This is an optimization exercise on Yosys and OpenROAD, whose aim is small area, a short achievable clock period and few clock cycles per item, not a production implementation. In this exercise RTL edits were held to simulation tests only and were not proved equivalent to the original. No activity file was given, so power comes from the tool's default toggle rates.

==> flow/design.v, too long to show whole: its modules and the start of the top module <==
// module mulStage1: 1207 lines
// module mulStage2: 944 lines
// module aluPipeTop: 265 lines
module aluPipeTop (
	input  logic        clk,
	input  logic        arstN,
	input  logic        inValid,
	input  logic [31:0] inInstr,
	input  logic [31:0] inRsValue,
	input  logic [31:0] inRtValue,
	input  logic [7:0]  inTag,
	input  logic        outCredit,
	output logic        inCredit,
	output logic        outValid,
	output logic [31:0] outResult,
	output logic [4:0]  outDestReg,
	output logic [7:0]  outTag,
	output logic        outIllegal
);
  // ...
==> flow/flow/run.sh <==
#!/bin/bash
# The standard layout with these changes to how it is made:
#  - synthesis skips Yosys's early generic ABC pass (SYNTH_ARGS=-noabc), so the
#    multiplier's carry-save tree keeps its structure into full-adder mapping;
#    everything else in synthesis is the standard flow's (synth_recipe.tcl, same settings);
#  - every flip-flop then takes the instance name that the standard
#    synthesis (run here too, in ref/) gives the flip-flop driving the same
#    net, so the registers pair with the standard synthesis by name and cell
#    type (flow/rename_regs.py, which fails the flow if any does not pair);
#  - the port buffers are buf_4 cells instead of the default pick.
# The clock period, constraints, floorplan, power grid and CTS are the standard flow's.
set -euo pipefail
W=$PWD
RES=$W/orfs/results/$FLOW_PLATFORM/aluPipeTop/base
REF=$W/ref/results/$FLOW_PLATFORM/aluPipeTop/base
bash standard.sh WORK_HOME=$W/ref synth > ref_synth.log 2>&1
bash standard.sh SYNTH_ARGS=-noabc $RES/1_2_yosys.v > own_synth.log 2>&1
cp $RES/1_2_yosys.v own_synth_before_rename.v
python3 flow/rename_regs.py $REF/1_2_yosys.v $RES/1_2_yosys.v > rename_regs.log 2>&1
bash standard.sh SYNTH_ARGS=-noabc SETUP_SLACK_MARGIN=5.6 "BUFFER_PORTS_ARGS=-buffer_cell sky130_fd_sc_hd__buf_4" finish > standard.log 2>&1
==> flow/flow/rename_regs.py <==
#!/usr/bin/env python3
"""Give every flip-flop of a netlist the instance name the standard synthesis
gave the flip-flop that drives the same net.

usage: rename_regs.py REFERENCE.v NETLIST.v   (NETLIST.v is rewritten)
Both are flat gate-level Verilog from ORFS's synthesis of the same RTL. A
flip-flop is paired by the net on its Q pin; a pair whose cell types differ, or
a flip-flop left without a partner, is reported and makes the script fail.
"""
import re
import sys

INST = re.compile(r"^(\s*)(sky130_fd_sc_hd__\w+)\s+(\\\S+\s|\w+)\s*\(\s*$")
QPIN = re.compile(r"^\s*\.Q\((.*)\)\s*,?\s*$")
FF = re.compile(r"sky130_fd_sc_hd__(dfxtp|dfrtp|dfstp|dfrbp|dfsbp|edfxtp|dfbbp|dfxbp|sdf|sedf|dfrtn|edfxbp)")


def flops(lines):
    """[(line index of the instance, cell, name, q net)]"""
    out = []
    i = 0
    while i < len(lines):
        m = INST.match(lines[i])
        if m and FF.match(m.group(2)):
            j = i + 1
            q = None
            while j < len(lines) and not lines[j].strip().startswith(");"):
                mq = QPIN.match(lines[j])
                if mq:
                    q = mq.group(1).strip()
                j += 1
            out.append((i, m.group(2), m.group(3).strip(), q))
            i = j
        else:
            i += 1
    return out


def main():
    ref_lines = open(sys.argv[1]).read().split("\n")
    lines = open(sys.argv[2]).read().split("\n")
    ref = {q: (cell, name) for _, cell, name, q in flops(ref_lines)}
    mine = flops(lines)
    names = set()
    for l in lines:
        m = INST.match(l)
        if m:
            names.add(m.group(3).strip())
    bad = 0
    renamed = 0
    # second chance for a flip-flop whose Q net took another name: the
    # register name in front of the "$" of both instance names
    base = lambda n: n.split("$")[0] if n.startswith("\\") and "$" in n else None
    for idx, cell, name, q in mine:
        if q in ref:
            rcell, rname = ref.pop(q)
        else:
            hit = [k for k, (c, n) in ref.items() if base(n) is not None and base(n) == base(name)]
            if len(hit) != 1:
                print(f"no partner for {name} ({cell}, Q {q})")
                bad += 1
                continue
            rcell, rname = ref.pop(hit[0])
        if rcell != cell:
            print(f"cell differs for {name}: {cell} here, {rcell} in the reference")
            bad += 1
        if rname != name:
            if rname in names:
                print(f"name {rname} already taken, {name} left as is")
                bad += 1
                continue
            m = INST.match(lines[idx])
            esc = rname + " " if rname.startswith("\\") else rname
            lines[idx] = f"{m.group(1)}{cell} {esc} ("
            names.discard(name)
            names.add(rname)
            renamed += 1
    for q, (rcell, rname) in ref.items():
        print(f"reference flip-flop {rname} ({rcell}, Q {q}) has no partner")
        bad += 1
    print(f"{len(mine)} flip-flops, {renamed} renamed, {bad} problems")
    open(sys.argv[2], "w").write("\n".join(lines))
    sys.exit(1 if bad else 0)


main()
==> flow/standard.sh <==
#!/bin/bash
# synth_recipe.tcl (not shown) runs the flow's synth.tcl, then flattens the netlist and writes it again
# the make line also repeats each setting of config.mk as NAME=value (left out here)
make -C /OpenROAD-flow-scripts/flow DESIGN_CONFIG=/design/flow/config.mk WORK_HOME=/design/flow/orfs CLKGATE_MAP_FILE= SYNTH_SCRIPT=/design/flow/synth_recipe.tcl "${@:-finish}"
==> flow/config.mk <==
export PLATFORM = sky130hd
export DESIGN_NAME = aluPipeTop
export DESIGN_NICKNAME = aluPipeTop
export VERILOG_FILES = /design/flow/design.v
export SDC_FILE = /design/flow/constraint.sdc
export NUM_CORES = 4
export LEC_CHECK = 0
export ABC_AREA = 1
export CAP_MARGIN = 20
export CORE_MARGIN = 2
export CORE_UTILIZATION = 50
export SETUP_SLACK_MARGIN = 5
export SLEW_MARGIN = 20
export TNS_END_PERCENT = 0
==> flow/constraint.sdc <==
create_clock -name core_clock -period 8.4 [get_ports {clk}]
set_input_delay 1.6800 -clock core_clock [delete_from_list [all_inputs] [get_ports {clk}]]
set_output_delay 1.6800 -clock core_clock [all_outputs]
set_load 0.01 [all_outputs]
==> metrics.csv, run 1 <==
stage,metric,value,unit
logic_synthesis,synthSimpleGateAreaFrac,12.3,%
global_route,global_route.usage.met1,38.3,%
timing,setup_viol,0,
power_and_ir_drop,clkPwrFrac,32.4,%
route,detailedRoute.firstIterationViolations,2618,
timing,worst_slew_pin_slew,1.11,ns
worst_setup_path,rr_endpoint,rows2[30]$_DFF_P_,
worst_setup_path,worstRegToRegCells,8,
clock_tree,cts-resized-gates,114,
cells_and_area,syn_to_final_growth,14.7,%
floorplanning,floorplan.die.width,266,µm
logic_synthesis,post_synth_inst_count,3434,
power_and_ir_drop,p_sw_share,32.7,%
timing,timing.fmax,331,MHz
floorplanning,io_pins,156,
global_route,grt_max_degree,78,
timing,max_slew_margin,26.0,%
logic_synthesis,syn_area,0.0344,mm²
power_and_ir_drop,powerDensity,246,mW/mm²
worst_setup_path,cp_top_family,adder cells,
worst_setup_path,cpMostUsedCell,sky130_fd_sc_hd__fa_1,
logic_synthesis,postSynth.topFlopCell,sky130_fd_sc_hd__dfxtp_1,
cells_and_area,finish.utilization,57.8,%
logic_synthesis,synthTopCellsByCount,"541 x sky130_fd_sc_hd__nand2_1, 330 x sky130_fd_sc_hd__dfxtp_1, 260 x sky130_fd_sc_hd__edfxtp_1",
cells_and_area,seq_share,37.8,%
cells_and_area,largest_register_ff_count,226,
route,vias_per_cell,5.99,
logic_synthesis,ys_ff_latch,608,
worst_setup_path,worst-setup-path-type,reg2reg,
cells_and_area,register_area,0.0149,mm²
cells_and_area,fin_nets,4025,
worst_setup_path,timing.critical_path.to,rows2[30]$_DFF_P_,
cells_and_area,area_share_nonclk_buffers,4.62,%
cells_and_area,number_of_non_filler_instances_in_the_completed_layout,4470,
cells_and_area,clkbuf_count,91,
logic_synthesis,postSynthNetCount,3927,
power_and_ir_drop,static-leakage-power,0.0185,µW
status,outcome,timing/DRC/antenna clean,
Testbench counts, summed over its fixed seeds: cycles 8,032, items 8,000.
==> run 2, diff against run 1 <==
--- a/flow/design.v
+++ b/flow/design.v
@@ -856,75 +856,75 @@
 	assign p388 = p26 ^ p59 ^ p90;
 	assign p389 = (p26 & p59) | (p26 & p90) | (p59 & p90);
 	assign p390 = p119 ^ p146 ^ p171;
 	assign p391 = (p119 & p146) | (p119 & p171) | (p146 & p171);
 	assign p392 = p194 ^ p215 ^ p234;
 	assign p393 = (p194 & p215) | (p194 & p234) | (p215 & p234);
 	assign p394 = p251 ^ p266;
 	assign p395 = p251 & p266;
-	assign p396 = p320 ^ p91 ^ p120;
-	assign p397 = (p320 & p91) | (p320 & p120) | (p91 & p120);
-	assign p398 = p147 ^ p172 ^ p195;
-	assign p399 = (p147 & p172) | (p147 & p195) | (p172 & p195);
-	assign p400 = p216 ^ p235 ^ p252;
-	assign p401 = (p216 & p235) | (p216 & p252) | (p235 & p252);
-	assign p402 = p267 ^ p280 ^ p291;
-	assign p403 = (p267 & p280) | (p267 & p291) | (p280 & p291);
-	assign p404 = p322 ^ p92 ^ p121;
-	assign p405 = (p322 & p92) | (p322 & p121) | (p92 & p121);
-	assign p406 = p148 ^ p173 ^ p196;
-	assign p407 = (p148 & p173) | (p148 & p196) | (p173 & p196);
-	assign p408 = p217 ^ p236 ^ p253;
-	assign p409 = (p217 & p236) | (p217 & p253) | (p236 & p253);
-	assign p410 = p268 ^ p281 ^ p292;
-	assign p411 = (p268 & p281) | (p268 & p292) | (p281 & p292);
-	assign p412 = p324 ^ p326 ^ p174;
-	assign p413 = (p324 & p326) | (p324 & p174) | (p326 & p174);
-	assign p414 = p197 ^ p218 ^ p237;
-	assign p415 = (p197 & p218) | (p197 & p237) | (p218 & p237);
-	assign p416 = p254 ^ p269 ^ p282;
-	assign p417 = (p254 & p269) | (p254 & p282) | (p269 & p282);
-	assign p418 = p293 ^ p302 ^ p301;
-	assign p419 = (p293 & p302) | (p293 & p301) | (p302 & p301);
-	assign p420 = p328 ^ p330 ^ p175;
-	assign p421 = (p328 & p330) | (p328 & p175) | (p330 & p175);
-	assign p422 = p198 ^ p219 ^ p238;
-	assign p423 = (p198 & p219) | (p198 & p238) | (p219 & p238);
-	assign p424 = p255 ^ p270 ^ p283;
-	assign p425 = (p255 & p270) | (p255 & p283) | (p270 & p283);
-	assign p426 = p294 ^ p303 ^ p325;
-	assign p427 = (p294 & p303) | (p294 & p325) | (p303 & p325);
-	assign p428 = p332 ^ p334 ^ p336;
-	assign p429 = (p332 & p334) | (p332 & p336) | (p334 & p336);
-	assign p430 = p239 ^ p256 ^ p271;
-	assign p431 = (p239 & p256) | (p239 & p271) | (p256 & p271);
-	assign p432 = p284 ^ p295 ^ p304;
-	assign p433 = (p284 & p295) | (p284 & p304) | (p295 & p304);
-	assign p434 = p311 ^ p310 ^ p329;
-	assign p435 = (p311 & p310) | (p311 & p329) | (p310 & p329);
-	assign p436 = p338 ^ p340 ^ p342;
-	assign p437 = (p338 & p340) | (p338 & p342) | (p340 & p342);
-	assign p438 = p240 ^ p257 ^ p272;
-	assign p439 = (p240 & p257) | (p240 & p272) | (p257 & p272);
-	assign p440 = p285 ^ p296 ^ p305;
-	assign p441 = (p285 & p296) | (p285 & p305) | (p296 & p305);
-	assign p442 = p312 ^ p333 ^ p335;
-	assign p443 = (p312 & p333) | (p312 & p335) | (p333 & p335);
-	assign p444 = p344 ^ p346 ^ p348;
-	assign p445 = (p344 & p346) | (p344 & p348) | (p346 & p348);
-	assign p446 = p350 ^ p286 ^ p297;
-	assign p447 = (p350 & p286) | (p350 & p297) | (p286 & p297);
-	assign p448 = p306 ^ p313 ^ p318;
-	assign p449 = (p306 & p313) | (p306 & p318) | (p313 & p318);
-	assign p450 = p317 ^ p339 ^ p341;
-	assign p451 = (p317 & p339) | (p317 & p341) | (p339 & p341);
-	assign p452 = p352 ^ p353 ^ p354;
-	assign p453 = p355 ^ p287 ^ p298;
-	assign p454 = p307 ^ p314 ^ p319;
+	assign p396 = p91 ^ p120 ^ p147;
+	assign p397 = (p91 & p120) | (p91 & p147) | (p120 & p147);
+	assign p398 = p172 ^ p195 ^ p216;
+	assign p399 = (p172 & p195) | (p172 & p216) | (p195 & p216);
+	assign p400 = p235 ^ p252 ^ p267;
+	assign p401 = (p235 & p252) | (p235 & p267) | (p252 & p267);
+	assign p402 = p280 ^ p291 ^ p290;
+	assign p403 = (p280 & p291) | (p280 & p290) | (p291 & p290);
+	assign p404 = p92 ^ p121 ^ p148;
+	assign p405 = (p92 & p121) | (p92 & p148) | (p121 & p148);
+	assign p406 = p173 ^ p196 ^ p217;
+	assign p407 = (p173 & p196) | (p173 & p217) | (p196 & p217);
+	assign p408 = p236 ^ p253 ^ p268;
+	assign p409 = (p236 & p253) | (p236 & p268) | (p253 & p268);
+	assign p410 = p281 ^ p292 ^ p322;
+	assign p411 = (p281 & p292) | (p281 & p322) | (p292 & p322);
+	assign p412 = p174 ^ p197 ^ p218;
+	assign p413 = (p174 & p197) | (p174 & p218) | (p197 & p218);
+	assign p414 = p237 ^ p254 ^ p269;
+	assign p415 = (p237 & p254) | (p237 & p269) | (p254 & p269);
+	assign p416 = p282 ^ p293 ^ p302;
+	assign p417 = (p282 & p293) | (p282 & p302) | (p293 & p302);
+	assign p418 = p301 ^ p324 ^ p326;
+	assign p419 = (p301 & p324) | (p301 & p326) | (p324 & p326);
+	assign p420 = p175 ^ p198 ^ p219;
+	assign p421 = (p175 & p198) | (p175 & p219) | (p198 & p219);
+	assign p422 = p238 ^ p255 ^ p270;
+	assign p423 = (p238 & p255) | (p238 & p270) | (p255 & p270);
+	assign p424 = p283 ^ p294 ^ p303;
+	assign p425 = (p283 & p294) | (p283 & p303) | (p294 & p303);
+	assign p426 = p328 ^ p330 ^ p325;
+	assign p427 = (p328 & p330) | (p328 & p325) | (p330 & p325);
+	assign p428 = p239 ^ p256 ^ p271;
+	assign p429 = (p239 & p256) | (p239 & p271) | (p256 & p271);
+	assign p430 = p284 ^ p295 ^ p304;
+	assign p431 = (p284 & p295) | (p284 & p304) | (p295 & p304);
+	assign p432 = p311 ^ p310 ^ p332;
+	assign p433 = (p311 & p310) | (p311 & p332) | (p310 & p332);
+	assign p434 = p334 ^ p336 ^ p329;
+	assign p435 = (p334 & p336) | (p334 & p329) | (p336 & p329);
+	assign p436 = p240 ^ p257 ^ p272;
+	assign p437 = (p240 & p257) | (p240 & p272) | (p257 & p272);
+	assign p438 = p285 ^ p296 ^ p305;
+	assign p439 = (p285 & p296) | (p285 & p305) | (p296 & p305);
+	assign p440 = p312 ^ p338 ^ p340;
+	assign p441 = (p312 & p338) | (p312 & p340) | (p338 & p340);
+	assign p442 = p342 ^ p333 ^ p335;
+	assign p443 = (p342 & p333) | (p342 & p335) | (p333 & p335);
+	assign p444 = p286 ^ p297 ^ p306;
+	assign p445 = (p286 & p297) | (p286 & p306) | (p297 & p306);
+	assign p446 = p313 ^ p318 ^ p317;
+	assign p447 = (p313 & p318) | (p313 & p317) | (p318 & p317);
+	assign p448 = p344 ^ p346 ^ p348;
+	assign p449 = (p344 & p346) | (p344 & p348) | (p346 & p348);
+	assign p450 = p350 ^ p339 ^ p341;
+	assign p451 = (p350 & p339) | (p350 & p341) | (p339 & p341);
+	assign p452 = p287 ^ p298 ^ p307;
+	assign p453 = p314 ^ p319 ^ p352;
+	assign p454 = p353 ^ p354 ^ p355;
 	assign p455 = p345 ^ p347 ^ p349;
 	assign rows[0] = p3;
 	assign rows[1] = p4;
 	assign rows[2] = p5;
 	assign rows[3] = p6;
 	assign rows[4] = p7;
 	assign rows[5] = p8;
 	assign rows[6] = p9;
@@ -932,24 +932,24 @@
 	assign rows[8] = p11;
 	assign rows[9] = p12;
 	assign rows[10] = p13;
 	assign rows[11] = p14;
 	assign rows[12] = p15;
 	assign rows[13] = p16;
 	assign rows[14] = p17;
 	assign rows[15] = p18;
-	assign rows[16] = p356;
-	assign rows[17] = p358;
-	assign rows[18] = p360;
-	assign rows[19] = p364;
-	assign rows[20] = p368;
-	assign rows[21] = p374;
-	assign rows[22] = p380;
-	assign rows[23] = p388;
+	assign rows[16] = p83;
+	assign rows[17] = p84;
+	assign rows[18] = p166;
+	assign rows[19] = p167;
+	assign rows[20] = p231;
+	assign rows[21] = p232;
+	assign rows[22] = p278;
+	assign rows[23] = p279;
 	assign rows[24] = p396;
 	assign rows[25] = p404;
 	assign rows[26] = p412;
 	assign rows[27] = p420;
 	assign rows[28] = p428;
 	assign rows[29] = p436;
 	assign rows[30] = p444;
 	assign rows[31] = p452;
@@ -964,221 +964,221 @@
 	assign rows[40] = p44;
 	assign rows[41] = p45;
 	assign rows[42] = p46;
 	assign rows[43] = p47;
 	assign rows[44] = p48;
 	assign rows[45] = p49;
 	assign rows[46] = p50;
 	assign rows[47] = p51;
-	assign rows[48] = p83;
-	assign rows[49] = p84;
-	assign rows[50] = p362;
-	assign rows[51] = p366;
-	assign rows[52] = p370;
-	assign rows[53] = p376;
-	assign rows[54] = p382;
-	assign rows[55] = p390;
+	assign rows[48] = p112;
+	assign rows[49] = p113;
+	assign rows[50] = p189;
+	assign rows[51] = p190;
+	assign rows[52] = p248;
+	assign rows[53] = p249;
+	assign rows[54] = p277;
+	assign rows[55] = p388;
 	assign rows[56] = p398;
 	assign rows[57] = p406;
 	assign rows[58] = p414;
 	assign rows[59] = p422;
 	assign rows[60] = p430;
 	assign rows[61] = p438;
 	assign rows[62] = p446;
-	assign rows[63] = p453;
+	assign rows[63] = p351;
 	assign rows[64] = 1'b0;
 	assign rows[65] = 1'b0;
 	assign rows[66] = p37;
 	assign rows[67] = 1'b0;
 	assign rows[68] = p71;
 	assign rows[69] = p72;
 	assign rows[70] = p73;
 	assign rows[71] = p74;
 	assign rows[72] = p75;
 	assign rows[73] = p76;
 	assign rows[74] = p77;
 	assign rows[75] = p78;
 	assign rows[76] = p79;
 	assign rows[77] = p80;
 	assign rows[78] = p81;
 	assign rows[79] = p82;
-	assign rows[80] = p112;
-	assign rows[81] = p113;
-	assign rows[82] = p166;
-	assign rows[83] = p167;
-	assign rows[84] = p372;
-	assign rows[85] = p378;
-	assign rows[86] = p384;
-	assign rows[87] = p392;
+	assign rows[80] = p139;
+	assign rows[81] = p140;
+	assign rows[82] = p210;
+	assign rows[83] = p211;
+	assign rows[84] = p263;
+	assign rows[85] = p264;
+	assign rows[86] = p380;
+	assign rows[87] = p390;
 	assign rows[88] = p400;
 	assign rows[89] = p408;
 	assign rows[90] = p416;
 	assign rows[91] = p424;
-	assign rows[92] = p432;
-	assign rows[93] = p440;
-	assign rows[94] = p448;
-	assign rows[95] = p454;
+	assign rows[92] = p331;
+	assign rows[93] = p337;
+	assign rows[94] = p343;
+	assign rows[95] = p445;
 	assign rows[96] = 1'b0;
 	assign rows[97] = 1'b0;
 	assign rows[98] = 1'b0;
 	assign rows[99] = 1'b0;
 	assign rows[100] = p70;
 	assign rows[101] = 1'b0;
 	assign rows[102] = p102;
 	assign rows[103] = p103;
 	assign rows[104] = p104;
 	assign rows[105] = p105;
 	assign rows[106] = p106;
 	assign rows[107] = p107;
 	assign rows[108] = p108;
 	assign rows[109] = p109;
 	assign rows[110] = p110;
 	assign rows[111] = p111;
-	assign rows[112] = p139;
-	assign rows[113] = p140;
-	assign rows[114] = p189;
-	assign rows[115] = p190;
-	assign rows[116] = p231;
-	assign rows[117] = p232;
-	assign rows[118] = p386;
-	assign rows[119] = p394;
+	assign rows[112] = p164;
+	assign rows[113] = p165;
+	assign rows[114] = p229;
+	assign rows[115] = p230;
+	assign rows[116] = p262;
+	assign rows[117] = p374;
+	assign rows[118] = p382;
+	assign rows[119] = p392;
 	assign rows[120] = p402;
-	assign rows[121] = p410;
-	assign rows[122] = p418;
-	assign rows[123] = p426;
-	assign rows[124] = p434;
-	assign rows[125] = p442;
-	assign rows[126] = p450;
-	assign rows[127] = p455;
+	assign rows[121] = p321;
+	assign rows[122] = p323;
+	assign rows[123] = p327;
+	assign rows[124] = p421;
+	assign rows[125] = p429;
+	assign rows[126] = p437;
+	assign rows[127] = p447;
 	assign rows[128] = 1'b0;
 	assign rows[129] = 1'b0;
 	assign rows[130] = 1'b0;
 	assign rows[131] = 1'b0;
 	assign rows[132] = 1'b0;
 	assign rows[133] = 1'b0;
 	assign rows[134] = p101;
 	assign rows[135] = 1'b0;
 	assign rows[136] = p131;
 	assign rows[137] = p132;
 	assign rows[138] = p133;
 	assign rows[139] = p134;
 	assign rows[140] = p135;
 	assign rows[141] = p136;
 	assign rows[142] = p137;
 	assign rows[143] = p138;
-	assign rows[144] = p164;
-	assign rows[145] = p165;
-	assign rows[146] = p210;
-	assign rows[147] = p211;
-	assign rows[148] = p248;
-	assign rows[149] = p249;
-	assign rows[150] = p278;
-	assign rows[151] = p279;
-	assign rows[152] = p290;
-	assign rows[153] = p321;
-	assign rows[154] = p323;
-	assign rows[155] = p327;
-	assign rows[156] = p331;
-	assign rows[157] = p337;
-	assign rows[158] = p343;
-	assign rows[159] = p351;
+	assign rows[144] = p187;
+	assign rows[145] = p188;
+	assign rows[146] = p246;
+	assign rows[147] = p247;
+	assign rows[148] = p368;
+	assign rows[149] = p376;
+	assign rows[150] = p384;
+	assign rows[151] = p394;
+	assign rows[152] = p320;
+	assign rows[153] = p397;
+	assign rows[154] = p405;
+	assign rows[155] = p413;
+	assign rows[156] = p423;
+	assign rows[157] = p431;
+	assign rows[158] = p439;
+	assign rows[159] = p453;
 	assign rows[160] = 1'b0;
 	assign rows[161] = 1'b0;
 	assign rows[162] = 1'b0;
 	assign rows[163] = 1'b0;
 	assign rows[164] = 1'b0;
 	assign rows[165] = 1'b0;
 	assign rows[166] = 1'b0;
 	assign rows[167] = 1'b0;
 	assign rows[168] = p130;
 	assign rows[169] = 1'b0;
 	assign rows[170] = p158;
 	assign rows[171] = p159;
 	assign rows[172] = p160;
 	assign rows[173] = p161;
 	assign rows[174] = p162;
 	assign rows[175] = p163;
-	assign rows[176] = p187;
-	assign rows[177] = p188;
-	assign rows[178] = p229;
-	assign rows[179] = p230;
-	assign rows[180] = p263;
-	assign rows[181] = p264;
-	assign rows[182] = p277;
+	assign rows[176] = p208;
+	assign rows[177] = p209;
+	assign rows[178] = p245;
+	assign rows[179] = p364;
+	assign rows[180] = p370;
+	assign rows[181] = p378;
+	assign rows[182] = p386;
 	assign rows[183] = p381;
 	assign rows[184] = p389;
-	assign rows[185] = p397;
-	assign rows[186] = p405;
-	assign rows[187] = p413;
-	assign rows[188] = p421;
-	assign rows[189] = p429;
-	assign rows[190] = p437;
-	assign rows[191] = p445;
+	assign rows[185] = p399;
+	assign rows[186] = p407;
+	assign rows[187] = p415;
+	assign rows[188] = p425;
+	assign rows[189] = p440;
+	assign rows[190] = p448;
+	assign rows[191] = p454;
 	assign rows[192] = 1'b0;
 	assign rows[193] = 1'b0;
 	assign rows[194] = 1'b0;
 	assign rows[195] = 1'b0;
 	assign rows[196] = 1'b0;
 	assign rows[197] = 1'b0;
 	assign rows[198] = 1'b0;
 	assign rows[199] = 1'b0;
 	assign rows[200] = 1'b0;
 	assign rows[201] = 1'b0;
 	assign rows[202] = p157;
 	assign rows[203] = 1'b0;
 	assign rows[204] = p183;
 	assign rows[205] = p184;
 	assign rows[206] = p185;
 	assign rows[207] = p186;
-	assign rows[208] = p208;
-	assign rows[209] = p209;
-	assign rows[210] = p246;
-	assign rows[211] = p247;
-	assign rows[212] = p262;
+	assign rows[208] = p227;
+	assign rows[209] = p228;
+	assign rows[210] = p360;
+	assign rows[211] = p366;
+	assign rows[212] = p372;
 	assign rows[213] = p369;
 	assign rows[214] = p375;
 	assign rows[215] = p383;
 	assign rows[216] = p391;
-	assign rows[217] = p399;
-	assign rows[218] = p407;
-	assign rows[219] = p415;
-	assign rows[220] = p423;
-	assign rows[221] = p431;
-	assign rows[222] = p439;
-	assign rows[223] = p447;
+	assign rows[217] = p401;
+	assign rows[218] = p409;
+	assign rows[219] = p417;
+	assign rows[220] = p432;
+	assign rows[221] = p442;
+	assign rows[222] = p450;
+	assign rows[223] = p455;
 	assign rows[224] = 1'b0;
 	assign rows[225] = 1'b0;
 	assign rows[226] = 1'b0;
 	assign rows[227] = 1'b0;
 	assign rows[228] = 1'b0;
 	assign rows[229] = 1'b0;
 	assign rows[230] = 1'b0;
 	assign rows[231] = 1'b0;
 	assign rows[232] = 1'b0;
 	assign rows[233] = 1'b0;
 	assign rows[234] = 1'b0;
 	assign rows[235] = 1'b0;
 	assign rows[236] = p182;
 	assign rows[237] = 1'b0;
 	assign rows[238] = p206;
 	assign rows[239] = p207;
-	assign rows[240] = p227;
-	assign rows[241] = p228;
-	assign rows[242] = p245;
+	assign rows[240] = p226;
+	assign rows[241] = p358;
+	assign rows[242] = p362;
 	assign rows[243] = p361;
 	assign rows[244] = p365;
 	assign rows[245] = p371;
 	assign rows[246] = p377;
 	assign rows[247] = p385;
 	assign rows[248] = p393;
-	assign rows[249] = p401;
-	assign rows[250] = p409;
-	assign rows[251] = p417;
-	assign rows[252] = p425;
+	assign rows[249] = p403;
+	assign rows[250] = p418;
+	assign rows[251] = p426;
+	assign rows[252] = p434;
 	assign rows[253] = p433;
 	assign rows[254] = p441;
 	assign rows[255] = p449;
 	assign rows[256] = 1'b0;
 	assign rows[257] = 1'b0;
 	assign rows[258] = 1'b0;
 	assign rows[259] = 1'b0;
 	assign rows[260] = 1'b0;
@@ -1188,26 +1188,26 @@
 	assign rows[264] = 1'b0;
 	assign rows[265] = 1'b0;
 	assign rows[266] = 1'b0;
 	assign rows[267] = 1'b0;
 	assign rows[268] = 1'b0;
 	assign rows[269] = 1'b0;
 	assign rows[270] = p205;
 	assign rows[271] = 1'b0;
-	assign rows[272] = p226;
+	assign rows[272] = p356;
 	assign rows[273] = p357;
 	assign rows[274] = p359;
 	assign rows[275] = p363;
 	assign rows[276] = p367;
 	assign rows[277] = p373;
 	assign rows[278] = p379;
 	assign rows[279] = p387;
 	assign rows[280] = p395;
-	assign rows[281] = p403;
+	assign rows[281] = p410;
 	assign rows[282] = p411;
 	assign rows[283] = p419;
 	assign rows[284] = p427;
 	assign rows[285] = p435;
 	assign rows[286] = p443;
 	assign rows[287] = p451;
 endmodule
 module mulStage2 (
@@ -1834,22 +1834,22 @@
 	assign q179 = (rows[30] & rows[62]) | (rows[30] & rows[94]) | (rows[62] & rows[94]);
 	assign q180 = rows[126] ^ rows[158] ^ rows[190];
 	assign q181 = (rows[126] & rows[158]) | (rows[126] & rows[190]) | (rows[158] & rows[190]);
 	assign q182 = rows[222] ^ rows[254] ^ rows[286];
 	assign q183 = (rows[222] & rows[254]) | (rows[222] & rows[286]) | (rows[254] & rows[286]);
 	assign q184 = rows[31] ^ rows[63] ^ rows[95];
 	assign q185 = rows[127] ^ rows[159] ^ rows[191];
 	assign q186 = rows[223] ^ rows[255] ^ rows[287];
-	assign q187 = q0 ^ q2 ^ rows[160];
-	assign q188 = (q0 & q2) | (q0 & rows[160]) | (q2 & rows[160]);
-	assign q189 = q4 ^ q6 ^ q8;
-	assign q190 = (q4 & q6) | (q4 & q8) | (q6 & q8);
-	assign q191 = rows[257] ^ q1;
-	assign q192 = rows[257] & q1;
+	assign q187 = rows[160] ^ rows[192] ^ rows[224];
+	assign q188 = (rows[160] & rows[192]) | (rows[160] & rows[224]) | (rows[192] & rows[224]);
+	assign q189 = rows[257] ^ q4 ^ q6;
+	assign q190 = (rows[257] & q4) | (rows[257] & q6) | (q4 & q6);
+	assign q191 = q8 ^ q1;
+	assign q192 = q8 & q1;
 	assign q193 = q10 ^ q12 ^ q14;
 	assign q194 = (q10 & q12) | (q10 & q14) | (q12 & q14);
 	assign q195 = q5 ^ q7 ^ q9;
 	assign q196 = (q5 & q7) | (q5 & q9) | (q7 & q9);
 	assign q197 = q16 ^ q18 ^ q20;
 	assign q198 = (q16 & q18) | (q16 & q20) | (q18 & q20);
 	assign q199 = q11 ^ q13 ^ q15;
 	assign q200 = (q11 & q13) | (q11 & q15) | (q13 & q15);
@@ -1958,20 +1958,20 @@
 	assign q303 = q167 ^ q169 ^ q171;
 	assign q304 = (q167 & q169) | (q167 & q171) | (q169 & q171);
 	assign q305 = q178 ^ q180 ^ q182;
 	assign q306 = (q178 & q180) | (q178 & q182) | (q180 & q182);
 	assign q307 = q173 ^ q175 ^ q177;
 	assign q308 = (q173 & q175) | (q173 & q177) | (q175 & q177);
 	assign q309 = q184 ^ q185 ^ q186;
 	assign q310 = q179 ^ q181 ^ q183;
-	assign q311 = q187 ^ rows[192];
-	assign q312 = q187 & rows[192];
-	assign q313 = q189 ^ q191 ^ q3;
-	assign q314 = (q189 & q191) | (q189 & q3) | (q191 & q3);
+	assign q311 = rows[256] ^ q187;
+	assign q312 = rows[256] & q187;
+	assign q313 = q3 ^ q188 ^ q189;
+	assign q314 = (q3 & q188) | (q3 & q189) | (q188 & q189);
 	assign q315 = q193 ^ q195 ^ q190;
 	assign q316 = (q193 & q195) | (q193 & q190) | (q195 & q190);
 	assign q317 = q197 ^ q199 ^ q194;
 	assign q318 = (q197 & q199) | (q197 & q194) | (q199 & q194);
 	assign q319 = q201 ^ q203 ^ q198;
 	assign q320 = (q201 & q203) | (q201 & q198) | (q203 & q198);
 	assign q321 = q205 ^ q207 ^ q202;
 	assign q322 = (q205 & q207) | (q205 & q202) | (q207 & q202);
@@ -2021,81 +2021,81 @@
 	assign q366 = (q293 & q295) | (q293 & q290) | (q295 & q290);
 	assign q367 = q297 ^ q299 ^ q294;
 	assign q368 = (q297 & q299) | (q297 & q294) | (q299 & q294);
 	assign q369 = q301 ^ q303 ^ q298;
 	assign q370 = (q301 & q303) | (q301 & q298) | (q303 & q298);
 	assign q371 = q305 ^ q307 ^ q302;
 	assign q372 = (q305 & q307) | (q305 & q302) | (q307 & q302);
 	assign q373 = q309 ^ q310 ^ q306;
-	assign q374 = q311 ^ rows[224];
-	assign q375 = q311 & rows[224];
-	assign q376 = q313 ^ q188 ^ q312;
-	assign q377 = (q313 & q188) | (q313 & q312) | (q188 & q312);
-	assign q378 = q315 ^ q192 ^ q314;
-	assign q379 = (q315 & q192) | (q315 & q314) | (q192 & q314);
-	assign q380 = q317 ^ q196 ^ q316;
-	assign q381 = (q317 & q196) | (q317 & q316) | (q196 & q316);
-	assign q382 = q319 ^ q200 ^ q318;
-	assign q383 = (q319 & q200) | (q319 & q318) | (q200 & q318);
-	assign q384 = q321 ^ q204 ^ q320;
-	assign q385 = (q321 & q204) | (q321 & q320) | (q204 & q320);
-	assign q386 = q323 ^ q208 ^ q322;
-	assign q387 = (q323 & q208) | (q323 & q322) | (q208 & q322);
-	assign q388 = q325 ^ q212 ^ q324;
-	assign q389 = (q325 & q212) | (q325 & q324) | (q212 & q324);
-	assign q390 = q327 ^ q216 ^ q326;
-	assign q391 = (q327 & q216) | (q327 & q326) | (q216 & q326);
-	assign q392 = q329 ^ q220 ^ q328;
-	assign q393 = (q329 & q220) | (q329 & q328) | (q220 & q328);
-	assign q394 = q331 ^ q224 ^ q330;
-	assign q395 = (q331 & q224) | (q331 & q330) | (q224 & q330);
-	assign q396 = q333 ^ q228 ^ q332;
-	assign q397 = (q333 & q228) | (q333 & q332) | (q228 & q332);
-	assign q398 = q335 ^ q232 ^ q334;
-	assign q399 = (q335 & q232) | (q335 & q334) | (q232 & q334);
-	assign q400 = q337 ^ q236 ^ q336;
-	assign q401 = (q337 & q236) | (q337 & q336) | (q236 & q336);
-	assign q402 = q339 ^ q240 ^ q338;
-	assign q403 = (q339 & q240) | (q339 & q338) | (q240 & q338);
-	assign q404 = q341 ^ q244 ^ q340;
-	assign q405 = (q341 & q244) | (q341 & q340) | (q244 & q340);
-	assign q406 = q343 ^ q248 ^ q342;
-	assign q407 = (q343 & q248) | (q343 & q342) | (q248 & q342);
-	assign q408 = q345 ^ q252 ^ q344;
-	assign q409 = (q345 & q252) | (q345 & q344) | (q252 & q344);
-	assign q410 = q347 ^ q256 ^ q346;
-	assign q411 = (q347 & q256) | (q347 & q346) | (q256 & q346);
-	assign q412 = q349 ^ q260 ^ q348;
-	assign q413 = (q349 & q260) | (q349 & q348) | (q260 & q348);
-	assign q414 = q351 ^ q264 ^ q350;
-	assign q415 = (q351 & q264) | (q351 & q350) | (q264 & q350);
-	assign q416 = q353 ^ q268 ^ q352;
-	assign q417 = (q353 & q268) | (q353 & q352) | (q268 & q352);
-	assign q418 = q355 ^ q272 ^ q354;
-	assign q419 = (q355 & q272) | (q355 & q354) | (q272 & q354);
-	assign q420 = q357 ^ q276 ^ q356;
-	assign q421 = (q357 & q276) | (q357 & q356) | (q276 & q356);
-	assign q422 = q359 ^ q280 ^ q358;
-	assign q423 = (q359 & q280) | (q359 & q358) | (q280 & q358);
-	assign q424 = q361 ^ q284 ^ q360;
-	assign q425 = (q361 & q284) | (q361 & q360) | (q284 & q360);
-	assign q426 = q363 ^ q288 ^ q362;
-	assign q427 = (q363 & q288) | (q363 & q362) | (q288 & q362);
-	assign q428 = q365 ^ q292 ^ q364;
-	assign q429 = (q365 & q292) | (q365 & q364) | (q292 & q364);
-	assign q430 = q367 ^ q296 ^ q366;
-	assign q431 = (q367 & q296) | (q367 & q366) | (q296 & q366);
-	assign q432 = q369 ^ q300 ^ q368;
-	assign q433 = (q369 & q300) | (q369 & q368) | (q300 & q368);
-	assign q434 = q371 ^ q304 ^ q370;
-	assign q435 = (q371 & q304) | (q371 & q370) | (q304 & q370);
-	assign q436 = q373 ^ q308 ^ q372;
+	assign q374 = q0 ^ q2;
+	assign q375 = q0 & q2;
+	assign q376 = q191 ^ q312 ^ q313;
+	assign q377 = (q191 & q312) | (q191 & q313) | (q312 & q313);
+	assign q378 = q192 ^ q315 ^ q314;
+	assign q379 = (q192 & q315) | (q192 & q314) | (q315 & q314);
+	assign q380 = q196 ^ q317 ^ q316;
+	assign q381 = (q196 & q317) | (q196 & q316) | (q317 & q316);
+	assign q382 = q200 ^ q319 ^ q318;
+	assign q383 = (q200 & q319) | (q200 & q318) | (q319 & q318);
+	assign q384 = q204 ^ q321 ^ q320;
+	assign q385 = (q204 & q321) | (q204 & q320) | (q321 & q320);
+	assign q386 = q208 ^ q323 ^ q322;
+	assign q387 = (q208 & q323) | (q208 & q322) | (q323 & q322);
+	assign q388 = q212 ^ q325 ^ q324;
+	assign q389 = (q212 & q325) | (q212 & q324) | (q325 & q324);
+	assign q390 = q216 ^ q327 ^ q326;
+	assign q391 = (q216 & q327) | (q216 & q326) | (q327 & q326);
+	assign q392 = q220 ^ q329 ^ q328;
+	assign q393 = (q220 & q329) | (q220 & q328) | (q329 & q328);
+	assign q394 = q224 ^ q331 ^ q330;
+	assign q395 = (q224 & q331) | (q224 & q330) | (q331 & q330);
+	assign q396 = q228 ^ q333 ^ q332;
+	assign q397 = (q228 & q333) | (q228 & q332) | (q333 & q332);
+	assign q398 = q232 ^ q335 ^ q334;
+	assign q399 = (q232 & q335) | (q232 & q334) | (q335 & q334);
+	assign q400 = q236 ^ q337 ^ q336;
+	assign q401 = (q236 & q337) | (q236 & q336) | (q337 & q336);
+	assign q402 = q240 ^ q339 ^ q338;
+	assign q403 = (q240 & q339) | (q240 & q338) | (q339 & q338);
+	assign q404 = q244 ^ q341 ^ q340;
+	assign q405 = (q244 & q341) | (q244 & q340) | (q341 & q340);
+	assign q406 = q248 ^ q343 ^ q342;
+	assign q407 = (q248 & q343) | (q248 & q342) | (q343 & q342);
+	assign q408 = q252 ^ q345 ^ q344;
+	assign q409 = (q252 & q345) | (q252 & q344) | (q345 & q344);
+	assign q410 = q256 ^ q347 ^ q346;
+	assign q411 = (q256 & q347) | (q256 & q346) | (q347 & q346);
+	assign q412 = q260 ^ q349 ^ q348;
+	assign q413 = (q260 & q349) | (q260 & q348) | (q349 & q348);
+	assign q414 = q264 ^ q351 ^ q350;
+	assign q415 = (q264 & q351) | (q264 & q350) | (q351 & q350);
+	assign q416 = q268 ^ q353 ^ q352;
+	assign q417 = (q268 & q353) | (q268 & q352) | (q353 & q352);
+	assign q418 = q272 ^ q355 ^ q354;
+	assign q419 = (q272 & q355) | (q272 & q354) | (q355 & q354);
+	assign q420 = q276 ^ q357 ^ q356;
+	assign q421 = (q276 & q357) | (q276 & q356) | (q357 & q356);
+	assign q422 = q280 ^ q359 ^ q358;
+	assign q423 = (q280 & q359) | (q280 & q358) | (q359 & q358);
+	assign q424 = q284 ^ q361 ^ q360;
+	assign q425 = (q284 & q361) | (q284 & q360) | (q361 & q360);
+	assign q426 = q288 ^ q363 ^ q362;
+	assign q427 = (q288 & q363) | (q288 & q362) | (q363 & q362);
+	assign q428 = q292 ^ q365 ^ q364;
+	assign q429 = (q292 & q365) | (q292 & q364) | (q365 & q364);
+	assign q430 = q296 ^ q367 ^ q366;
+	assign q431 = (q296 & q367) | (q296 & q366) | (q367 & q366);
+	assign q432 = q300 ^ q369 ^ q368;
+	assign q433 = (q300 & q369) | (q300 & q368) | (q369 & q368);
+	assign q434 = q304 ^ q371 ^ q370;
+	assign q435 = (q304 & q371) | (q304 & q370) | (q371 & q370);
+	assign q436 = q308 ^ q373 ^ q372;
 	assign s[0] = q374;
-	assign c[0] = rows[256];
+	assign c[0] = q311;
 	assign s[1] = q376;
 	assign c[1] = q375;
 	assign s[2] = q378;
 	assign c[2] = q377;
 	assign s[3] = q380;
 	assign c[3] = q379;
 	assign s[4] = q382;
 	assign c[4] = q381;
==> run 2 against run 1 <==
Highest routed layer unchanged. Largest power group unchanged. Critical path type unchanged. Critical path depth shrank 4. Count of clock-buffer cells in the layout shrank 1. Still clean on timing, DRC and antenna. Cell count grew 1.2%. Combinational power is essentially flat. Power shrank 1.3%. Register-to-register slack gained 0.05 ns. Sequential share of layout area grew 0.45 points. Sequential power is essentially flat.
==> metrics.csv, run 2 <==
stage,metric,value,unit,change
status,outcome,timing/DRC/antenna clean,,
worst_setup_path,slowest_stage,sky130_fd_sc_hd__clkinv_1,,
floorplanning,floorplan.die.width,266,µm,about the same
timing,min_period_over_period,35.4,%,
logic_synthesis,combinational_family_with_the_most_area_after_synthesis,adder cells,,
cells_and_area,largest_register_ff_count,226,,unchanged
global_route,grt_pass1_wl,170000,µm,
timing,rsz0062_at_grt,yes,,
worst_setup_path,delay_of_the_slowest_cell_on_the_worst_path,1.07,ns,
cells_and_area,largestRegisters,"rows2 (226), ring (138), head (46)",,
route,vias_per_cell,6.03,,+0.80%
global_route,grt_max_degree,78,,unchanged
cells_and_area,drive_gt1_share,12.6,%,
global_route,globalRoute.totalOverflow,0,,
placement,finalWeightedCongestion,0.993,,
cells_and_area,syn_to_final_growth,13.5,%,
cells_and_area,layout_common_cells,"621 x sky130_fd_sc_hd__nand2_1, 309 x sky130_fd_sc_hd__dfxtp_1, 260 x sky130_fd_sc_hd__edfxtp_1",,
clock_tree,cts.sink_count,608,,
cells_and_area,fin_nets,4079,,+1.3%
cells_and_area,layout.cells.most_common,sky130_fd_sc_hd__nand2_1,,
worst_setup_path,critical_path_required,8.84,ns,
timing,setup_tns,0,ns,
worst_setup_path,maximum_fanout_along_the_worst_path,18,,
route,drtAntennaViolNets,0,,
cells_and_area,regMostFlops,rows2,,
clock_tree,cts_made_buffers,68,,
route,detailedRoute.firstIterationViolations,2981,,+14%
logic_synthesis,synth-adder-area-share,18.4,%,
power_and_ir_drop,ir_drop,266,µV,
logic_synthesis,ys_async_sr_fraction,2.96,%,
timing,max_slew_margin,26.4,%,+0.37 points
timing,slew_viol_final,0,,
worst_setup_path,arrival,3.42,ns,
logic_synthesis,synthSimpleGateAreaFrac,13.6,%,+1.3 points
logic_synthesis,postSynthNetCount,3984,,+1.5%
route,detailedRoute.firstPassIterationCount,6,,
route,drt_wl_total,115000,µm,
worst_setup_path,worstSetupStartpointType,flop,,
logic_synthesis,yosys.area.top_type,sky130_fd_sc_hd__edfxtp_1,,
power_and_ir_drop,powerDensity,246,mW/mm²,about the same
cells_and_area,antenna_cells_inserted,0,,
power_and_ir_drop,static-leakage-power,0.0185,µW,about the same
logic_synthesis,synth.avg_cell_area,9.84,µm²,
logic_synthesis,yosys.cell_count.top_type,sky130_fd_sc_hd__nand2_1,,
logic_synthesis,post-synth-top-area-fraction,22.7,%,
min_path,hp-class,reg2reg,,
logic_synthesis,post_synth_inst_count,3491,,+1.7%
clock_tree,worst_setup_hold_path_clk_slew,0.06,ns,
logic_synthesis,yosys_warnings,1,,
timing,setup_viol,0,,unchanged
timing,timing.fmax,336,MHz,+1.8%
logic_synthesis,synthMuxAreaShare,0,%,
route,via_count,27300,,
placement,post_dp_cell_area,0.0362,mm²,
worst_setup_path,crit_chain,clkinv_1 -> a21oi_1 -> a2111oi_0 -> o311ai_0,,
logic_synthesis,synthTopCellsByCount,"632 x sky130_fd_sc_hd__nand2_1, 330 x sky130_fd_sc_hd__dfxtp_1, 260 x sky130_fd_sc_hd__edfxtp_1",,
logic_synthesis,synthDistinctLibCells,52,,
timing,period_needed,2.97,ns,
timing,worst_slew_pin_slew,1.10,ns,-0.00553 ns
timing,whs,0.326,ns,
floorplanning,design.die.area,0.0708,mm²,
logic_synthesis,postSynth.topFlopCell,sky130_fd_sc_hd__dfxtp_1,,
logic_synthesis,post_synth_main_area_contributors,"sky130_fd_sc_hd__edfxtp_1 23%, sky130_fd_sc_hd__dfxtp_1 19%, sky130_fd_sc_hd__fa_1 12%",,
logic_synthesis,syn_area,0.0344,mm²,-0.20%
placement,dp_hpwl,80800,µm,
worst_setup_path,cp-end-kind,flop,,
global_route,antenna_violations_before_repair,5,,
global_route,first_global_vias,27400,,
placement,io_buffer_count,150,,
clock_tree,clock_tree.root_cell,sky130_fd_sc_hd__clkbuf_16,,
floorplanning,fp.dieH,266,µm,
logic_synthesis,synth_compound_gate_area_share,13.2,%,
cells_and_area,number_of_non_filler_instances_in_the_completed_layout,4522,,+1.2%
timing,timing.clock.skew,0.0241,ns,
floorplanning,initial_utilization,50.3,%,
global_route,grt_util_all_layers,32.4,%,
logic_synthesis,synth-edff-count,260,,
logic_synthesis,synth-seq-area-share,43.3,%,
floorplanning,io_pins,156,,unchanged
clock_tree,insertion_delay,0.63,ns,
clock_tree,cts_h_tree_depth,3,,
logic_synthesis,yosys.area_share.xor_xnor,6.50,%,
flow_run,maxCapViolCount,0,,
route,routed_wire_length_per_instance,25.5,µm,
floorplanning,std_cell_rows,96,,
cells_and_area,layout.cell_area.non_filler,0.0390,mm²,
power_and_ir_drop,report.power.total,9600,µW,
placement,dpl.cell_count,4384,,
logic_synthesis,ys_ff_latch,608,,unchanged
timing,hold_viol,0,,
floorplanning,placeableCoreArea,0.0683,mm²,
worst_setup_path,worst-setup-path-type,reg2reg,,
route,remaining_drc_errors,0,,
clock_tree,maximum_number_of_buffers_from_clock_root_to_sink,3,,
clock_tree,tritoncts,built,,
## run 2: cell types whose count changed in the layout (fill, tap and decap cells not counted), sizes merged, moves of 8 or more
cell	before	now
a221oi	27	17
a22oi	20	0
clkinv	29	41
nand2	554	635
nand3	201	223
o211ai	40	58
o21ai	158	118
o31ai	2	37
o41ai	29	4
or2	17	25
xor2	245	227
## run 2: where the power goes
part	switching [µW]	internal (µW)	leakage, µW	total, µW
clock	1280	1780	0.00115	3050
combinational	1660	812	0.0118	2480
sequential	219	3850	0.00555	4070
total	3160	6440	0.0185	9600
## run 2: worst max-delay path, delay by kind of cell (launching register included)
family / cells / cell delay, ns
DFF: 1 / 1.05
buffers and inverters: 1 / 1.07
AOI/OAI and AO/OA: 3 / 0.68
## run 2: final cells by class
| cell class | count | area [µm²] |
|---|---|---|
| inverters | 227 | 886 |
| repair buffers | 224 | 1760 |
| fillers | 5871 | 29400 |
| clock buffers | 90 | 1970 |
| multi-input cells | 2455 | 18000 |
| clock inverters | 34 | 393 |
| repair inverters | 2 | 15.0 |
| flip-flops and latches | 608 | 14900 |
| well taps | 882 | 1100 |
## run 2: path summary, 6_finish.rpt
path,from,to,slack (ns),cells after the start
max,sel1[1]$_SDFF_PN0_,rows2[1]$_DFF_P_,5.43,4
min,meta1[4]$_DFF_P_,meta2[4]$_DFF_P_,0.33,0
max reg2reg,sel1[1]$_SDFF_PN0_,rows2[1]$_DFF_P_,5.43,4
min reg2reg,meta1[4]$_DFF_P_,meta2[4]$_DFF_P_,0.33,0
max in group asynchronous,arstN,crd[1]$_DFF_PN1_,7.17,1
min in group asynchronous,arstN,rRd[0]$_DFFE_PN0P_,0.93,1
## run 2: timing repair
item / CTS / global route
pin swaps: 1 / 5
resized for setup: 28 / 48
endpoints found under the setup margin: 184 / 196
buffers inserted: 1 / 8
gates cloned: 1 / 4
endpoints found under the hold margin: 0 / 0
hold buffers: 0 / 0
## run 2: cell families after synthesis
family / Yosys count
simple gates: 1090
compound gates: 724
flops: 608
buf+inv: 429
fa+ha+maj: 385
xor+xnor: 255
## run 2: routing by layer
layer / track usage (%) / share of wire (%) / wire length, µm
met5: 0 / 0.11 / 122
met1: 40.8 / 40 / 45700
met2: 53.0 / 47 / 53800
met3: 6.63 / 7.9 / 9060
met4: 16.7 / 5.7 / 6570
## run 2: through the flow
stage	utilization (%)	worst slack (ns)
global placement	53.0	4.37
global route	57.0	5.46
finish	57.0	5.43
CTS	56.6	5.44
detailed placement	53.0	4.42
floorplan	-	5.34
Testbench counts of run 2, summed over its fixed seeds: cycles 8,032, items 8,000.
==> run 3, diff against run 2 <==
--- a/flow/config.mk
+++ b/flow/config.mk
@@ -9,6 +9,8 @@
 export CAP_MARGIN = 20
 export CORE_MARGIN = 2
 export CORE_UTILIZATION = 50
+export CTS_CLUSTER_DIAMETER = 100
+export CTS_CLUSTER_SIZE = 25
 export SETUP_SLACK_MARGIN = 5
 export SLEW_MARGIN = 20
 export TNS_END_PERCENT = 0
==> run 3 against run 2 <==
Synthesized cell count unchanged. Cell area is 3.6% lower. Via count down 1.4%. Area after synthesis unchanged. Combinational power about the same. Critical path depth did not move. Sequential power barely moved. First-iteration DRC count decreased by 4.7%. Worst hold slack improved by 0.0099 ns. Largest power group unchanged. Count of clock-buffer cells in the layout shrank 47. Clock power fell by 41%. Utilization is 2.1 points lower.
==> metrics.csv, run 3 <==
stage,metric,value,unit,change
clock_tree,cts_made_buffers,31,,-54%
power_and_ir_drop,netSwitchingPower,2880,µW,-8.8%
clock_tree,maximum_number_of_buffers_from_clock_root_to_sink,3,,unchanged
worst_setup_path,worst-setup-path-type,reg2reg,,
global_route,grt_util_all_layers,31.9,%,-0.54 points
cells_and_area,regMostFlops,rows2,,
placement,io_buffer_count,150,,unchanged
global_route,globalRoute.totalOverflow,0,,unchanged
logic_synthesis,postSynth.topFlopCell,sky130_fd_sc_hd__dfxtp_1,,
status,outcome,timing/DRC/antenna clean,,
placement,finalWeightedCongestion,0.993,,unchanged
floorplanning,fp.dieH,266,µm,unchanged
timing,max_slew_margin,27.0,%,+0.56 points
floorplanning,io_pins,156,,unchanged
cells_and_area,layout.cells.most_common,sky130_fd_sc_hd__nand2_1,,
placement,dpl.cell_count,4384,,unchanged
floorplanning,design.die.area,0.0708,mm²,unchanged
route,drt_wl_total,114000,µm,-1.1%
power_and_ir_drop,powerDensity,222,mW/mm²,-10%
timing,whs,0.336,ns,+0.00985 ns
logic_synthesis,post_synth_main_area_contributors,"sky130_fd_sc_hd__edfxtp_1 23%, sky130_fd_sc_hd__dfxtp_1 19%, sky130_fd_sc_hd__fa_1 12%",,
clock_tree,number_of_buffers_inserted_for_hold_repair_after_clock_tree_synthesis,0,,unchanged
logic_synthesis,synth-edff-count,260,,unchanged
worst_setup_path,arrival,3.43,ns,about the same
cells_and_area,register_area,0.0149,mm²,about the same
global_route,grt_max_degree,78,,unchanged
cells_and_area,largestRegisters,"rows2 (226), ring (138), head (46)",,
timing,timing.clock.skew,0.0466,ns,+0.0225 ns
logic_synthesis,postSynthNetCount,3984,,unchanged
cells_and_area,largest_register_ff_count,226,,unchanged
logic_synthesis,yosys_warnings,1,,unchanged
logic_synthesis,synthTopCellsByCount,"632 x sky130_fd_sc_hd__nand2_1, 330 x sky130_fd_sc_hd__dfxtp_1, 260 x sky130_fd_sc_hd__edfxtp_1",,
global_route,grt_pass1_wl,169000,µm,-1.0%
flow_run,maxCapViolCount,0,,unchanged
logic_synthesis,yosys.area.top_type,sky130_fd_sc_hd__edfxtp_1,,
clock_tree,insertion_delay,0.65,ns,+0.02 ns
logic_synthesis,post-synth-top-area-fraction,22.7,%,unchanged
power_and_ir_drop,internal-power,5450,µW,-15%
timing,period_needed,2.97,ns,-0.00752 ns
floorplanning,placeableCoreArea,0.0683,mm²,unchanged
cells_and_area,fill_cells,5980,,+1.9%
worst_setup_path,rr_endpoint,rows2[1]$_DFF_P_,,
cells_and_area,finish.utilization,55.0,%,-2.1 points
power_and_ir_drop,combPwrFrac,29.8,%,+4.0 points
route,vias_per_cell,6.04,,+0.14%
logic_synthesis,post_synth_inst_count,3491,,unchanged
global_route,first_global_vias,26900,,-2.0%
timing,layout_setup_ws,5.43,ns,+0.00752 ns
timing,rsz0062_at_grt,yes,,
worst_setup_path,worstSetupStartpointType,flop,,
logic_synthesis,synthDistinctLibCells,52,,unchanged
power_and_ir_drop,p_sw_share,34.6,%,+1.7 points
worst_setup_path,timing.critical_path.to,rows2[1]$_DFF_P_,,
clock_tree,cts_h_tree_depth,1,,-2
power_and_ir_drop,clkPwrFrac,21.5,%,-10 points
route,via_count,26900,,-1.4%
cells_and_area,drive_gt1_share,10.6,%,-2.0 points
cells_and_area,multi_input_comb_area,0.0179,mm²,-0.11%
global_route,antenna_violations_before_repair,5,,unchanged
power_and_ir_drop,static-leakage-power,0.0178,µW,-3.7%
logic_synthesis,syn_area,0.0344,mm²,unchanged
clock_tree,tritoncts,built,,
floorplanning,std_cell_rows,96,,unchanged
clock_tree,clock_tree.root_cell,sky130_fd_sc_hd__clkbuf_16,,
floorplanning,initial_utilization,50.3,%,unchanged
logic_synthesis,ys_async_sr_fraction,2.96,%,unchanged
timing,timing.fmax,337,MHz,+0.25%
cells_and_area,syn_to_final_growth,9.35,%,
route,drtAntennaViolNets,0,,unchanged
cells_and_area,number_of_non_filler_instances_in_the_completed_layout,4451,,-1.6%
logic_synthesis,yosys.cell_count.top_type,sky130_fd_sc_hd__nand2_1,,
timing,min_period_over_period,35.3,%,-0.090 points
route,remaining_drc_errors,0,,unchanged
worst_setup_path,worstSetupStartpoint,sel1[1]$_SDFF_PN0_,,
logic_synthesis,synth-seq-area-share,43.3,%,unchanged
placement,dp_hpwl,80800,µm,unchanged
power_and_ir_drop,ir_drop,271,µV,+2.2%
worst_setup_path,maximum_fanout_along_the_worst_path,18,,unchanged
min_path,hp-class,reg2reg,,
cells_and_area,layout_common_cells,"621 x sky130_fd_sc_hd__nand2_1, 314 x sky130_fd_sc_hd__dfxtp_1, 260 x sky130_fd_sc_hd__edfxtp_1",,
cells_and_area,fin_nets,4041,,-0.93%
timing,setup_viol,0,,unchanged
worst_setup_path,regToRegStartpoint,sel1[1]$_SDFF_PN0_,,
worst_setup_path,critical_path_required,8.86,ns,+0.02 ns
floorplanning,floorplan.die.width,266,µm,unchanged
worst_setup_path,worst-r2r-setup-slack,5.43,ns,about the same
timing,hold_viol,0,,unchanged
timing,setup_tns,0,ns,unchanged
clock_tree,worst_setup_hold_path_clk_slew,0.10,ns,+0.04 ns
route,routed_wire_length_per_instance,25.6,µm,+0.51%
placement,preCtsSetupSlack,4.42,ns,unchanged
logic_synthesis,ys_ff_latch,608,,unchanged
worst_setup_path,cp-end-kind,flop,,
power_and_ir_drop,seq_power_share,48.8,%,+6.4 points
min_path,hold_path.startpoint,meta1[11]$_DFF_P_,,
route,detailedRoute.firstPassIterationCount,5,,-1
logic_synthesis,synth.avg_cell_area,9.84,µm²,unchanged
timing,slew_viol_final,0,,unchanged
route,detailedRoute.firstIterationViolations,2840,,-4.7%
clock_tree,cts.sink_count,608,,unchanged
timing,worst_slew_pin_slew,1.09,ns,-0.00838 ns
worst_setup_path,worstRegToRegCells,4,,unchanged
run 3: how the worst min path moves through the flow:
stage                        end  cells after the start
2_1_floorplan   meta2[0]$_DFF_P_                      0
5_1_grt         meta2[3]$_DFF_P_                      0
6_report       meta2[11]$_DFF_P_                      0
4_1_cts         meta2[4]$_DFF_P_                      0
3_5_place_dp    meta2[4]$_DFF_P_                      0
3_3_place_gp    meta2[5]$_DFF_P_                      0
run 3: metrics by stage:
step	area, µm²	total power [µW]
floorplan	34400	5620
global placement	36200	6530
detailed placement	36200	6620
CTS	37300	8390
global route	37600	8770
finish	37600	8330
run 3: critical path, stage by stage (launching register included):
cell and delay, ns:
sky130_fd_sc_hd__dfxtp_1 1.06, sky130_fd_sc_hd__clkinv_1 1.06, sky130_fd_sc_hd__a21oi_1 0.37, sky130_fd_sc_hd__a2111oi_0 0.10, sky130_fd_sc_hd__o311ai_0 0.20
run 3: kinds of logic after synthesis:
| logic type | Yosys count | synth area share [%] |
|---|---|---|
| and+or+nand+nor | 1090 | 13.6 |
| AOI/OAI and AO/OA | 724 | 13.2 |
| DFF | 608 | 43.3 |
| buffers and inverters | 429 | 5.05 |
| adders and majority gates | 385 | 18.4 |
| xor gates and xnor gates | 255 | 6.50 |
run 3: final cells by class:
class	instances	share of cell area [%]
Antenna cell	1	0.00666
Clock buffer	43	2.24
Clock inverter	10	0.450
Inverter	227	2.34
Multi-Input combinational cell	2455	47.8
Sequential cell	608	39.6
Tap cell	882	2.94
Timing Repair Buffer	223	4.61
Timing Repair inverter	2	0.0333
run 3: power by group through the flow:
stage | clock (µW) | sequential, µW | combinational, µW
after floorplan | 0 | 4120 | 1500
after global placement | 0 | 4110 | 2410
after detailed placement | 0 | 4130 | 2480
after CTS | 1830 | 4060 | 2500
after global routing | 1920 | 4110 | 2750
final | 1790 | 4060 | 2480
run 3: timing repair:
item	CTS	global route
buffers inserted	0	9
gates resized for setup	25	40
endpoints found under the hold margin	0	0
endpoints found under the setup margin	182	202
gates cloned	1	3
pin swaps	1	7
run 3: routing by layer:
layer | vias to the layer above | share of wire [%] | global-route usage [%]
met5 | - | 0.057 | 0
met4 | 6 | 5.4 | 14.4
met3 | 321 | 7.6 | 5.17
met2 | 1318 | 47 | 53.0
met1 | 13000 | 40 | 41.0
li1 | 12200 | - | -

separate check: timing with driven ports:
In the flow no input, the clock included, has a driving cell. The finished layouts below were timed again as built, in two steps.
Step 1 (the two cells are an assumption about what drives the block):
set clk [get_ports {clk}]
set_driving_cell -lib_cell sky130_fd_sc_hd__clkbuf_16 $clk
set_driving_cell -lib_cell sky130_fd_sc_hd__buf_2 [delete_from_list [all_inputs] $clk]
Step 2 times the ports against the registers' clock, not the clock port: input delays grow and output delays shrink by t, the midpoint of the rising clock arrivals with the driver on.
Slacks: no drivers / after step 1 / after step 2; pairs: no drivers / after step 1.
run	t, ns	setup WS [ns]	cell pins on the clock port's net
run 1	0.675	5.375 / 5.375 / 4.874	1
run 2	0.685	5.427 / 5.423 / 4.922	1
run 3	0.696	5.435 / 5.406 / 4.935	1
After both steps every run listed still meets setup and hold. The setup slack of run 2, which loses most, moves by -0.004 ns with the drivers and by -0.505 ns with both steps.
